This design comes from an exercise in tuning for small area and a short achievable clock period on the open sky130 flow, not from production work.
Function was checked by simulation only, so behaviour that the tests miss may differ from the original.
Power and IR drop assume default switching activity.

<file path="flow/design.v">
package nmr_acq_pkg;
  localparam int SAMPLE_SLOT_W = 16;
  typedef enum logic [4:0] {
    ST_IDLE   = 5'b00001,
    ST_ARMED  = 5'b00010,
    ST_CAPT   = 5'b00100,
    ST_FLUSH  = 5'b01000,
    ST_WAITLO = 5'b10000
  } acq_state_t;
endpackage
module nmr_sync_fifo #(
  parameter int DATA_W = 32,
  parameter int AW     = 6
) (
  input  logic              CLK,
  input  logic              RESET,
  input  logic              wr_en,
  input  logic [DATA_W-1:0] wr_data,
  input  logic              rd_en,
  output logic [DATA_W-1:0] rd_data,
  output logic              rd_valid,
  output logic [AW:0]       count
);
  localparam logic [AW:0] FULL_CNT = {1'b1, {AW{1'b0}}};
  logic [DATA_W-1:0] mem [2**AW];
  logic [AW-1:0]     wr_ptr;
  logic [AW-1:0]     rd_ptr;
  logic              do_rd;
  logic              do_wr;
  assign rd_valid = (count != '0);
  assign do_rd    = rd_en & rd_valid;
  assign do_wr    = wr_en & ((count != FULL_CNT) | do_rd);
  assign rd_data  = rd_valid ? mem[rd_ptr] : '0;
  always_ff @(posedge CLK) begin
    if (do_wr) mem[wr_ptr] <= wr_data;
  end
  always_ff @(posedge CLK or posedge RESET) begin
    if (RESET) begin
      wr_ptr <= '0;
      rd_ptr <= '0;
      count  <= '0;
    end else begin
      if (do_wr) wr_ptr <= wr_ptr + 1'b1;
      if (do_rd) rd_ptr <= rd_ptr + 1'b1;
      case ({do_wr, do_rd})
        2'b10:   count <= count + 1'b1;
        2'b01:   count <= count - 1'b1;
        default: count <= count;
      endcase
    end
  end
endmodule
module nmr_acq_capture #(
  parameter int ADC_WIDTH     = 16,
  parameter int DATABUS_WIDTH = 32,
  parameter int FIFO_AW       = 6
) (
  input  logic                     CLK,
  input  logic                     RESET,
  input  logic                     ADC_CLK,
  input  logic [ADC_WIDTH-1:0]     ADC_DATA,
  input  logic                     FSMSTAT,
  input  logic                     ACQ_WND,
  input  logic [DATABUS_WIDTH-1:0] SAMPLES_PER_ECHO,
  output logic [DATABUS_WIDTH-1:0] M_DATA,
  output logic                     M_VALID,
  input  logic                     M_READY,
  output logic [DATABUS_WIDTH-1:0] ECHO_CNT,
  output logic [DATABUS_WIDTH-1:0] WORD_CNT,
  output logic                     OVERFLOW,
  output logic                     BUSY
);
  localparam logic [FIFO_AW:0] FIFO_FULL = {1'b1, {FIFO_AW{1'b0}}};
  nmr_acq_pkg::acq_state_t               state_q, state_d;
  logic                     adc_d;
  logic                     stb;
  logic [nmr_acq_pkg::SAMPLE_SLOT_W-1:0] adc_ext;
  logic [nmr_acq_pkg::SAMPLE_SLOT_W-1:0] low_q;
  logic                     pending_q;
  logic [DATABUS_WIDTH-1:0] rem_q;
  logic                     unlim_q;
  logic                     push_vld_q;
  logic [DATABUS_WIDTH-1:0] push_data_q;
  logic [DATABUS_WIDTH-1:0] echo_q;
  logic [DATABUS_WIDTH-1:0] word_q;
  logic                     ovf_q;
  logic [FIFO_AW:0]         fifo_cnt;
  logic                     pop;
  logic                     push_ok;
  logic                     start_scan;
  logic                     arm_capt;
  logic                     take_smp;
  logic                     do_flush;
  assign stb = ADC_CLK & ~adc_d;
  always_comb begin
    adc_ext                = '0;
    adc_ext[ADC_WIDTH-1:0] = ADC_DATA;
  end
  assign pop     = M_VALID & M_READY;
  assign push_ok = push_vld_q & ((fifo_cnt != FIFO_FULL) | pop);
  always_ff @(posedge CLK or posedge RESET) begin
    if (RESET) state_q <= nmr_acq_pkg::ST_IDLE;
    else       state_q <= state_d;
  end
  always_comb begin
    state_d    = state_q;
    start_scan = 1'b0;
    arm_capt   = 1'b0;
    take_smp   = 1'b0;
    do_flush   = 1'b0;
    case (state_q)
      nmr_acq_pkg::ST_IDLE: begin
        if (FSMSTAT) begin
          state_d    = nmr_acq_pkg::ST_ARMED;
          start_scan = 1'b1;
        end
      end
      nmr_acq_pkg::ST_ARMED: begin
        if (ACQ_WND) begin
          state_d  = nmr_acq_pkg::ST_CAPT;
          arm_capt = 1'b1;
        end else if (!FSMSTAT) begin
          state_d = nmr_acq_pkg::ST_IDLE;
        end
      end
      nmr_acq_pkg::ST_CAPT: begin
        if (!ACQ_WND || !FSMSTAT) begin
          state_d = nmr_acq_pkg::ST_FLUSH;
        end else if (stb) begin
          take_smp = 1'b1;
          if (!unlim_q && rem_q == DATABUS_WIDTH'(1)) state_d = nmr_acq_pkg::ST_FLUSH;
        end
      end
      nmr_acq_pkg::ST_FLUSH: begin
        do_flush = 1'b1;
        state_d  = ACQ_WND ? nmr_acq_pkg::ST_WAITLO : nmr_acq_pkg::ST_ARMED;
      end
      nmr_acq_pkg::ST_WAITLO: begin
        if (!ACQ_WND)      state_d = nmr_acq_pkg::ST_ARMED;
        else if (!FSMSTAT) state_d = nmr_acq_pkg::ST_IDLE;
      end
      default: state_d = nmr_acq_pkg::ST_IDLE;
    endcase
  end
  always_ff @(posedge CLK or posedge RESET) begin
    if (RESET) begin
      adc_d       <= 1'b0;
      low_q       <= '0;
      pending_q   <= 1'b0;
      rem_q       <= '0;
      unlim_q     <= 1'b0;
      push_vld_q  <= 1'b0;
      push_data_q <= '0;
      echo_q      <= '0;
      word_q      <= '0;
      ovf_q       <= 1'b0;
    end else begin
      adc_d      <= ADC_CLK;
      push_vld_q <= 1'b0;
      if (start_scan) begin
        echo_q <= '0;
        word_q <= '0;
        ovf_q  <= 1'b0;
      end else begin
        if (push_ok)                 word_q <= word_q + 1'b1;
        if (push_vld_q && !push_ok)  ovf_q  <= 1'b1;
        if (do_flush)                echo_q <= echo_q + 1'b1;
      end
      if (arm_capt) begin
        rem_q   <= SAMPLES_PER_ECHO;
        unlim_q <= (SAMPLES_PER_ECHO == '0);
      end
      if (take_smp) begin
        if (!unlim_q) rem_q <= rem_q - 1'b1;
        if (pending_q) begin
          push_vld_q  <= 1'b1;
          push_data_q <= {adc_ext, low_q};
          pending_q   <= 1'b0;
        end else begin
          low_q     <= adc_ext;
          pending_q <= 1'b1;
        end
      end
      if (do_flush && pending_q) begin
        push_vld_q  <= 1'b1;
        push_data_q <= {{nmr_acq_pkg::SAMPLE_SLOT_W{1'b0}}, low_q};
        pending_q   <= 1'b0;
      end
    end
  end
  nmr_sync_fifo #(
    .DATA_W (DATABUS_WIDTH),
    .AW     (FIFO_AW)
  ) u_fifo (
    .CLK      (CLK),
    .RESET    (RESET),
    .wr_en    (push_vld_q),
    .wr_data  (push_data_q),
    .rd_en    (M_READY),
    .rd_data  (M_DATA),
    .rd_valid (M_VALID),
    .count    (fifo_cnt)
  );
  assign ECHO_CNT = echo_q;
  assign WORD_CNT = word_q;
  assign OVERFLOW = ovf_q;
  assign BUSY     = (state_q != nmr_acq_pkg::ST_IDLE);
endmodule
</file>
<file path="flow/run.sh">
#!/bin/bash
# synth_recipe.tcl (not shown) runs the flow's synth.tcl, then flattens the netlist and writes it again
# the make line also repeats each setting of config.mk as NAME=value (left out here)
make -C /OpenROAD-flow-scripts/flow DESIGN_CONFIG=/design/flow/config.mk WORK_HOME=/design/flow/orfs CLKGATE_MAP_FILE= SYNTH_SCRIPT=/design/flow/synth_recipe.tcl finish
</file>
<file path="flow/config.mk">
export PLATFORM = sky130hd
export DESIGN_NAME = nmr_acq_capture
export DESIGN_NICKNAME = nmr_acq_capture
export VERILOG_FILES = /design/flow/design.v
export SDC_FILE = /design/flow/constraint.sdc
export NUM_CORES = 4
export LEC_CHECK = 0
export CAP_MARGIN = 20
export CORE_MARGIN = 2
export CORE_UTILIZATION = 40
export SLEW_MARGIN = 20
</file>
<file path="flow/constraint.sdc">
create_clock -name core_clock -period 7.0 [get_ports {CLK}]
set_input_delay 1.4000 -clock core_clock [delete_from_list [all_inputs] [get_ports {CLK}]]
set_output_delay 1.4000 -clock core_clock [all_outputs]
set_load 0.01 [all_outputs]
</file>
==> reports/summary.md <==
The library cells used most frequently in the layout, excluding fill and tap cells, are 2,048 x sky130_fd_sc_hd__edfxtp_1, 395 x sky130_fd_sc_hd__mux4_2, 258 x sky130_fd_sc_hd__mux2i_1. In this run the number of H-tree levels came out at 4. Overall power after layout: 34.8 mW. Cells with a size suffix above 1 make up 21.8% of the layout.

The area added between synthesis and finish came out at 15.3%. The logs give 2 for the number of warning messages in the yosys log and 20.4% for the all-layer global routing usage. The core region is 214,000 µm². Highest clock rate: 154 MHz. STA classifies the critical path startpoint as a flop. Wires add up to 226,000 µm. OpenSTA, run right after detailed placement, puts the worst setup slack at 1.30 ns. Master cell of the clock root buffer: sky130_fd_sc_hd__clkbuf_16. The number of antenna violations at the first check in global routing was 13. In the final layout, the multi-input gates occupy 19,800 µm².

At the end of routability-driven placement, the weighted congestion stood at 0.809. The number of CTS-inserted buffers was 219. The placed wire-length estimate came out at 131,000 µm. The tools report the hold violation total from the final report as 0. Dividing total power by cell area gives a power density of 350 nW/µm². The number of enable flip-flop cells after synthesis was 2,048.

The floorplan has 170 rows. The share of the clock period used by the worst path was 92.9%. TritonCTS built the clock tree. The tools report the starting density of the core as 40.2%. The run gives 4,990 as the number of DRC violations after detailed-routing iteration 0.

In this run the remaining antenna-violating nets after routing total 0. For the count of instances resized after the clock tree is built, the log shows 0. The number of cells on the worst reg-to-reg path is 6. The classification of the worst-slack hold path was reg -> reg.

The via count of the first global-routing pass was 44,827. The critical path in this run is classified as reg -> out. The first global-routing pass estimated 324,000 µm of wire. For the worst setup path, the data required time is 5.60 ns. The library cell used most frequently in the layout, excluding fill and tap cells, is sky130_fd_sc_hd__edfxtp_1. For this design the static power due to leakage is 34.9 nW. Max-cap violations in this run came to 0.

The synthesized design contains 2,221 register bits. For this run, the detailed router's first-pass iteration total came to 5. The critical path arrival is 5.10 ns.

The x dimension of the die was 468 µm. The worst setup skew after layout came out at 0.0536 ns. The worst hold path was traced through 2 stages. The logs give 0.86 ns for the later-pin clock latency in the skew report and 0.000278 V for the maximum resistive drop on vdd.

Max-slew violation count: 0. In this run the worst path has a maximum fanout of 33. For the final routed database, the setup TNS stands at 0 ns. In the synthesized netlist the async set-or-reset flop fraction comes to 7.79%. Once layout is complete, the utilization of the core stands at 46.4%. The number of hold buffers added after CTS was 0.

For this block, the via count after detailed routing is 44,656. Post-CTS timing repair inserted 0 buffers for setup. The number of nets produced by synthesis was 4,407. Counting every sink on the clock net gives 2,221. Dividing the detail-routed via count by the number of cells gives 5.82. Dividing the synthesized area by the synthesized cell count gives 19.9 µm². The synthesized cell area is 86,300 µm².

For this run, the post-layout net count is 4,718. The synthesized netlist contains 75 unique library cells. The worst setup path is captured at an output pin.

Die boundary height: 468 µm. No sink is reached through more buffers than the 3 on the longest clock path. Global routing finished with a remaining overflow of 0. At the pin with the least slew margin, the transition time is 1.14 ns. The final critical path time including I/O delays and setup was 6.50 ns. The full die area came out at 219,000 µm². For this run, design rule violations remaining after detail routing come to 0.

Dividing the detail-routed wire length by the instance count gives 29.5 µm. Entering global routing, the biggest net connects 79 pins. The register cell area after layout was 65,900 µm². The quantity of I/O buffers inserted on ports came out at 152. Dominant synthesized flop cell: sky130_fd_sc_hd__edfxtp_1.

Setup violations remaining at the end of the flow were counted as 0. The post-synthesis cell count came out at 4,341. The post-synthesis sequential area ratio is 76.3%. The worst pin sits at a relative slew slack of 23.9%.

The number of I/O pins was 153. The flow ran to the end and the layout has no timing, DRC or antenna violations. After clock tree synthesis, the clock-pin slew on the worst setup and hold paths is 0.06 ns.

Setup slack closes at 0.497 ns. Setup repair after global routing left no endpoint under its margin. The count of fill cells added during filler insertion was 17,749.
[sequential cells by signal, summed over array words and instances, names as in the netlist]
register       cells
u_fifo.rd_ptr      6
word_q            32
pending_q          1
rem_q             32
echo_q            32
u_fifo.mem      2048
unlim_q            1
u_fifo.wr_ptr      6
ovf_q              1
low_q             16
push_vld_q         1
adc_d              1
u_fifo.count       7
push_data_q       32
state_q            5
[cells by family (layout without fill, tap and decap cells)]
group	count (synthesis)	after routing	share of synthesized area (%)
multiplexers	691	691	13.8
buffers and inverters	267	761	1.38
other	0	4	0
XOR/XNOR	69	69	0.701
adder cells (fa/ha/maj)	12	12	0.183
AO/OA/AOI/OAI	570	570	4.74
flip-flops	2221	2221	76.3
AND/OR/NAND/NOR	511	511	2.89
[area by class of cell]
class,instances,area share [%]
Clock inverter,128,1.30
Timing Repair Buffer,334,3.12
Tap cell,2838,3.57
Antenna cell,4,0.0101
Inverter,23,0.0918
Clock buffer,276,5.76
Multi-Input combinational cell,1853,19.9
Sequential cell,2221,66.2
[synthesized netlist by cell type, types with 27 or more instances]
| cell | instances | share of area, % |
|---|---|---|
| sky130_fd_sc_hd__edfxtp_1 | 2048 | 71 |
| sky130_fd_sc_hd__mux4_2 | 395 | 10 |
| sky130_fd_sc_hd__mux2i_1 | 258 | 3.0 |
| sky130_fd_sc_hd__nor2_1 | 193 | 0.84 |
| sky130_fd_sc_hd__dfrtp_1 | 172 | 5.0 |
| sky130_fd_sc_hd__nand2_1 | 117 | 0.51 |
| sky130_fd_sc_hd__clkbuf_1 | 114 | 0.50 |
| sky130_fd_sc_hd__a21oi_1 | 102 | 0.59 |
| sky130_fd_sc_hd__a211oi_1 | 88 | 0.77 |
| sky130_fd_sc_hd__buf_2 | 88 | 0.51 |
| sky130_fd_sc_hd__a22oi_1 | 79 | 0.69 |
| sky130_fd_sc_hd__o22ai_1 | 76 | 0.55 |
| sky130_fd_sc_hd__a22o_1 | 60 | 0.61 |
| sky130_fd_sc_hd__o221ai_1 | 53 | 0.54 |
| sky130_fd_sc_hd__xor2_1 | 42 | 0.43 |
| sky130_fd_sc_hd__mux2_2 | 38 | 0.50 |
| sky130_fd_sc_hd__nand3_1 | 34 | 0.20 |
| sky130_fd_sc_hd__nand4_1 | 30 | 0.22 |
| sky130_fd_sc_hd__o21ai_0 | 30 | 0.17 |
| sky130_fd_sc_hd__xnor2_1 | 27 | 0.27 |
[report_power, final]
group,internal (mW),total [mW],leakage [nW],switching [mW]
sequential,14.6,15.0,23.8,0.458
combinational,3.40,8.24,7.70,4.84
clock,6.54,11.6,3.41,5.04
[critical path, stage by stage, from the launching register on]
cell                              delay [ns]
sky130_fd_sc_hd__dfrtp_4                0.94
sky130_fd_sc_hd__buf_12                 0.33
sky130_fd_sc_hd__buf_4                  0.49
sky130_fd_sc_hd__mux4_2                 0.60
sky130_fd_sc_hd__a211oi_1               0.69
sky130_fd_sc_hd__a21oi_1                0.21
sky130_fd_sc_hd__a22o_1                 0.41
sky130_fd_sc_hd__clkdlybuf4s50_1        0.53
[per-layer routing]
| layer | vias up | part of all wire (%) | global-route usage, % |
|---|---|---|---|
| met5 | - | 0.053 | 0 |
| met4 | 18 | 2.0 | 4.61 |
| met3 | 310 | 6.9 | 3.59 |
| met2 | 1737 | 48 | 32.5 |
| met1 | 23987 | 43 | 29.5 |
| li1 | 18604 | - | - |
[final timing paths]
kind	slack (ns)	to	from
setup / recovery	0.50	M_DATA[10]	u_fifo.rd_ptr[0]
max in group asynchronous	4.55	u_fifo.rd_ptr[0]	RESET
hold / removal	0.49	unlim_q	unlim_q
hold reg to reg	0.49	unlim_q	unlim_q
setup reg to reg	2.97	u_fifo.mem[9][30]	u_fifo.count[6]
min in group asynchronous	1.01	rem_q[8]	RESET
[stage by stage]
step	std cells	cell area, µm²	hold slack (ns)
floorplan	4341	86300	0.450
global placement	7268	92400	0.472
detailed placement	7268	92400	0.474
CTS	7672	99500	0.487
global route	7675	99500	0.514
finish	7677	99500	0.488

==> what the ideal ports hide <==
How much do the figures lean on ideal ports? The routed layout below was timed once more, with nothing changed but the port constraints.
Step 1: set_driving_cell puts a clkbuf_16 on CLK and a buf_2 on each other input, an assumption about the parent block.
Step 2 also shifts input and output timing later by t, the mid clock arrival at the registers, as if the neighbouring blocks saw the same clock.
Slacks: no drivers / after step 1 / after step 2; pairs: no drivers / after step 1.
t (ns): 0.925
setup slack, ns: 0.497 / 0.411 / 1.336
hold WS [ns]: 0.488 / 0.488 / 0.488
clock arrival spread, ns: 0.063 / 0.063
worst slew at a driven data input, ns: 0.11
After both steps setup and hold are still met in this run. For this run, drivers alone change the setup slack by -0.086 ns; drivers and shift together by +0.839 ns.
